Source: an optimization exercise on an open RTL-to-GDS flow (aim: small area, a short achievable clock period and few clock cycles per item). Production flows keep margins and buffers that such runs may drop. Where RTL was checked, it was by simulation tests only, not by an equivalence proof against the original.

## red
Design ordered_dither_spiral_screen_unit, start of the top module:
module ordered_dither_spiral_screen_unit (
    input  logic                          i_clk,
    input  logic                          i_rst_n,
    input  logic                          i_cfg_valid,
    output logic                          o_cfg_ready,
    input  logic [odss_pkg::SIDE_W-1:0]   i_cfg_data,     
    input  logic                          s_axis_tvalid,
    output logic                          s_axis_tready,
    input  logic [odss_pkg::IN_W-1:0]     s_axis_tdata,
    input  logic [0:0]                    s_axis_tuser,   
    output logic                          m_axis_tvalid,
    input  logic                          m_axis_tready,
    output logic [odss_pkg::OUT_W-1:0]    m_axis_tdata,
    output logic [0:0]                    m_axis_tuser    
);
    logic [4:0] r_cfg;           
    logic       w_beat;
    logic       w_pix_in;
    logic       w_pv;
    logic [3:0] w_pd;
    assign o_cfg_ready = 1'b1;
    always_ff @(posedge i_clk) begin
        if (!i_rst_n) begin
            r_cfg <= odss_pkg::SIDE_RESET;
        end else if (i_cfg_valid) begin
            if (i_cfg_data == '0) begin
                r_cfg <= 5'd1;
            end else if (i_cfg_data > 5'd16) begin
                r_cfg <= 5'd16;
            end else begin
                r_cfg <= i_cfg_data;
            end
        end
    end
    assign w_beat   = s_axis_tvalid && s_axis_tready;
    assign w_pix_in = w_beat && s_axis_tuser[0];
    odss_back u_back (
        .i_clk    (i_clk),
        .i_rst_n  (i_rst_n),
        .i_cfg    (r_cfg),
        .i_beat   (w_beat),
        .i_mode   (s_axis_tuser[0]),
        .i_data   (s_axis_tdata),
        .o_pv     (w_pv),
  ...
For scale: about 2600 cells after synthesis, roughly 260 flip-flops, about 87 I/O pins.
export LEC_CHECK = 0
export ABC_AREA = 1
export CAP_MARGIN = 20
export CORE_MARGIN = 2
export CORE_UTILIZATION = 40
export PLACE_DENSITY = 0.6
export SLEW_MARGIN = 20
create_clock -name core_clock -period 10.0 [get_ports {i_clk}]
standard.sh (not shown) runs the stock make flow with config.mk's settings and CLKGATE_MAP_FILE= SYNTH_SCRIPT=/design/flow/synth_recipe.tcl, a recipe that flattens the netlist after the stock synthesis.
==> flow/flow/run.sh <==
#!/bin/bash
set -euo pipefail
bash standard.sh SETUP_SLACK_MARGIN=6 finish > layout.log 2>&1
Testbench counts of red, summed over its fixed seeds: cycles 13,195, items 12,795.
> inputs changed (red -> blue)
- SETUP_SLACK_MARGIN now 5, previously not set
==> flow/run.sh (new file) <==
#!/bin/bash
# synth_recipe.tcl (not shown) runs the flow's synth.tcl, then flattens the netlist and writes it again
# the make line also repeats each setting of config.mk as NAME=value (left out here)
make -C /OpenROAD-flow-scripts/flow DESIGN_CONFIG=/design/flow/config.mk WORK_HOME=/design/flow/orfs CLKGATE_MAP_FILE= SYNTH_SCRIPT=/design/flow/synth_recipe.tcl finish
removed: flow/flow/run.sh
removed: flow/standard.sh
[summary]
The final reports for blue and red show first-pass GRT wire length lower in the former. Compared with red, blue shows a instance area after placement that is about 0.8% lower. Going from red to blue, share of layout cells above drive strength 1 saw a decrease.

---

Another version of the RTL of ordered_dither_spiral_screen_unit (not shown whole).
Size: ~2600 cells after synthesis, about 87 I/O pins, roughly 21000 um2 of cells after synthesis.
## ordered_dither_spiral_screen_unit
module ordered_dither_spiral_screen_unit (
    input  logic                          i_clk,
    input  logic                          i_rst_n,
    input  logic                          i_cfg_valid,
    output logic                          o_cfg_ready,
    input  logic [odss_pkg::SIDE_W-1:0]   i_cfg_data,     
    input  logic                          s_axis_tvalid,
    output logic                          s_axis_tready,
    input  logic [odss_pkg::IN_W-1:0]     s_axis_tdata,
    input  logic [0:0]                    s_axis_tuser,   
    output logic                          m_axis_tvalid,
    input  logic                          m_axis_tready,
    output logic [odss_pkg::OUT_W-1:0]    m_axis_tdata,
    output logic [0:0]                    m_axis_tuser    
);
    logic [4:0] r_cfg;           
    logic       w_beat;
    logic       w_pix_in;
    logic       w_pv;
    logic [3:0] w_pd;
    assign o_cfg_ready = 1'b1;
    always_ff @(posedge i_clk) begin
        if (!i_rst_n) begin
            r_cfg <= odss_pkg::SIDE_RESET;
        end else if (i_cfg_valid) begin
            if (i_cfg_data == '0) begin
                r_cfg <= 5'd1;
            end else if (i_cfg_data > 5'd16) begin
                r_cfg <= 5'd16;
            end else begin
                r_cfg <= i_cfg_data;
            end
        end
    end
    assign w_beat   = s_axis_tvalid && s_axis_tready;
  ...
export LEC_CHECK = 0
export ABC_AREA = 1
export CAP_MARGIN = 20
export CORE_MARGIN = 2
export CORE_UTILIZATION = 40
export PLACE_DENSITY = 0.6
export SETUP_SLACK_MARGIN = 5
export SLEW_MARGIN = 20
create_clock -name core_clock -period 10.0 [get_ports {i_clk}]
run.sh (not shown) runs the stock make flow with config.mk's settings and CLKGATE_MAP_FILE= SYNTH_SCRIPT=/design/flow/synth_recipe.tcl, a recipe that flattens the netlist after the stock synthesis.
Stock flow here: none of the scripts above is used.
Edit:
--- a/flow/config.mk
+++ b/flow/config.mk
@@ -8 +8 @@
-export ABC_AREA = 1
+export ABC_CLOCK_PERIOD_IN_PS = 4000
What happened:
- The new run ran to the end with no violations
- synthesized area hardly moves
- clock-buffer cell count increases by 3
- fmax fell by 0.88%
- flip-flop and latch count is unchanged
- worst setup slack is worse by 42 ps
- utilization rises by 0.32 points
- cell area climbs by 0.70%
No functional check of the RTL was part of any run of this note.

---

Setup of v6:
ordered_dither_spiral_screen_unit, a different RTL version from the one above (not shown whole).
Size: about 87 I/O pins.
==> flow/config.mk <==
export PLATFORM = sky130hd
export DESIGN_NAME = ordered_dither_spiral_screen_unit
export DESIGN_NICKNAME = ordered_dither_spiral_screen_unit
export VERILOG_FILES = /design/flow/design.v
export SDC_FILE = /design/flow/constraint.sdc
export NUM_CORES = 4
export LEC_CHECK = 0
export ABC_AREA = 1
export CAP_MARGIN = 20
export CORE_MARGIN = 2
export CORE_UTILIZATION = 40
export PLACE_DENSITY = 0.6
export SLEW_MARGIN = 20
==> flow/constraint.sdc <==
create_clock -name core_clock -period 10.0 [get_ports {i_clk}]
set_input_delay 2.0000 -clock core_clock [delete_from_list [all_inputs] [get_ports {i_clk}]]
set_output_delay 2.0000 -clock core_clock [all_outputs]
set_load 0.01 [all_outputs]
standard.sh (not shown) runs the stock make flow with config.mk's settings and CLKGATE_MAP_FILE= SYNTH_SCRIPT=/design/flow/synth_recipe.tcl, a recipe that flattens the netlist after the stock synthesis.
==> flow/flow/run.sh <==
#!/bin/bash
set -euo pipefail
bash standard.sh SETUP_SLACK_MARGIN=5.6 finish > layout.log 2>&1
In summary, v6 completed successfully, with a layout that passed the timing, design-rule and antenna checks.
Testbench counts of v6, summed over its fixed seeds: cycles 13,195, items 12,795.
Here is what was changed in the inputs of v7 compared with v6.
==> flow/flow/run.sh <==
#!/bin/bash
set -euo pipefail
bash standard.sh SETUP_SLACK_MARGIN=6.2 finish > layout.log 2>&1
### Flow results
- Worst stage delay on the critical path, v7 and v6, lower one = v7.
- Compared with v6, v7 shows total of clock buffers placed in the layout lower by 4.
- Cell count: v7 higher than v6
- Relative to v6, v7 improves maximum clock rate.
- Re total half-perimeter wirelength after legalization and detailed placement: v7 and v6 aren't equal, and the lower value belongs to v6.

-- separate check: timing with driven ports --
No port has a modelled driver above. Below, the same layouts with a new extraction and two added sets of constraints.
Step 1: set_driving_cell puts a clkbuf_16 on i_clk and a buf_2 on each other input, an assumption about the parent block.
Step 2 also shifts input and output timing later by t, the mid clock arrival at the registers, as if the neighbouring blocks saw the same clock.
a / b / c = ideal / step 1 / step 2; a / b = the first two.
| run | shift t [ns] | setup WS [ns] | worst setup path at the end |
|---|---|---|---|
| red | 0.607 | 5.275 / 5.275 / 5.275 | register to register |
| blue | 0.601 | 5.186 / 5.186 / 5.186 | register to register |
| the first run of note 2 | 0.595 | 5.280 / 5.280 / 5.280 | register to register |
| the second run of note 2 | 0.591 | 5.238 / 5.238 / 5.238 | register to register |
| v6 | 0.614 | 5.543 / 5.543 / 5.543 | register to register |
| v7 | 0.615 | 5.570 / 5.570 / 5.570 | register to register |
After both steps setup and hold are still met in every run listed.
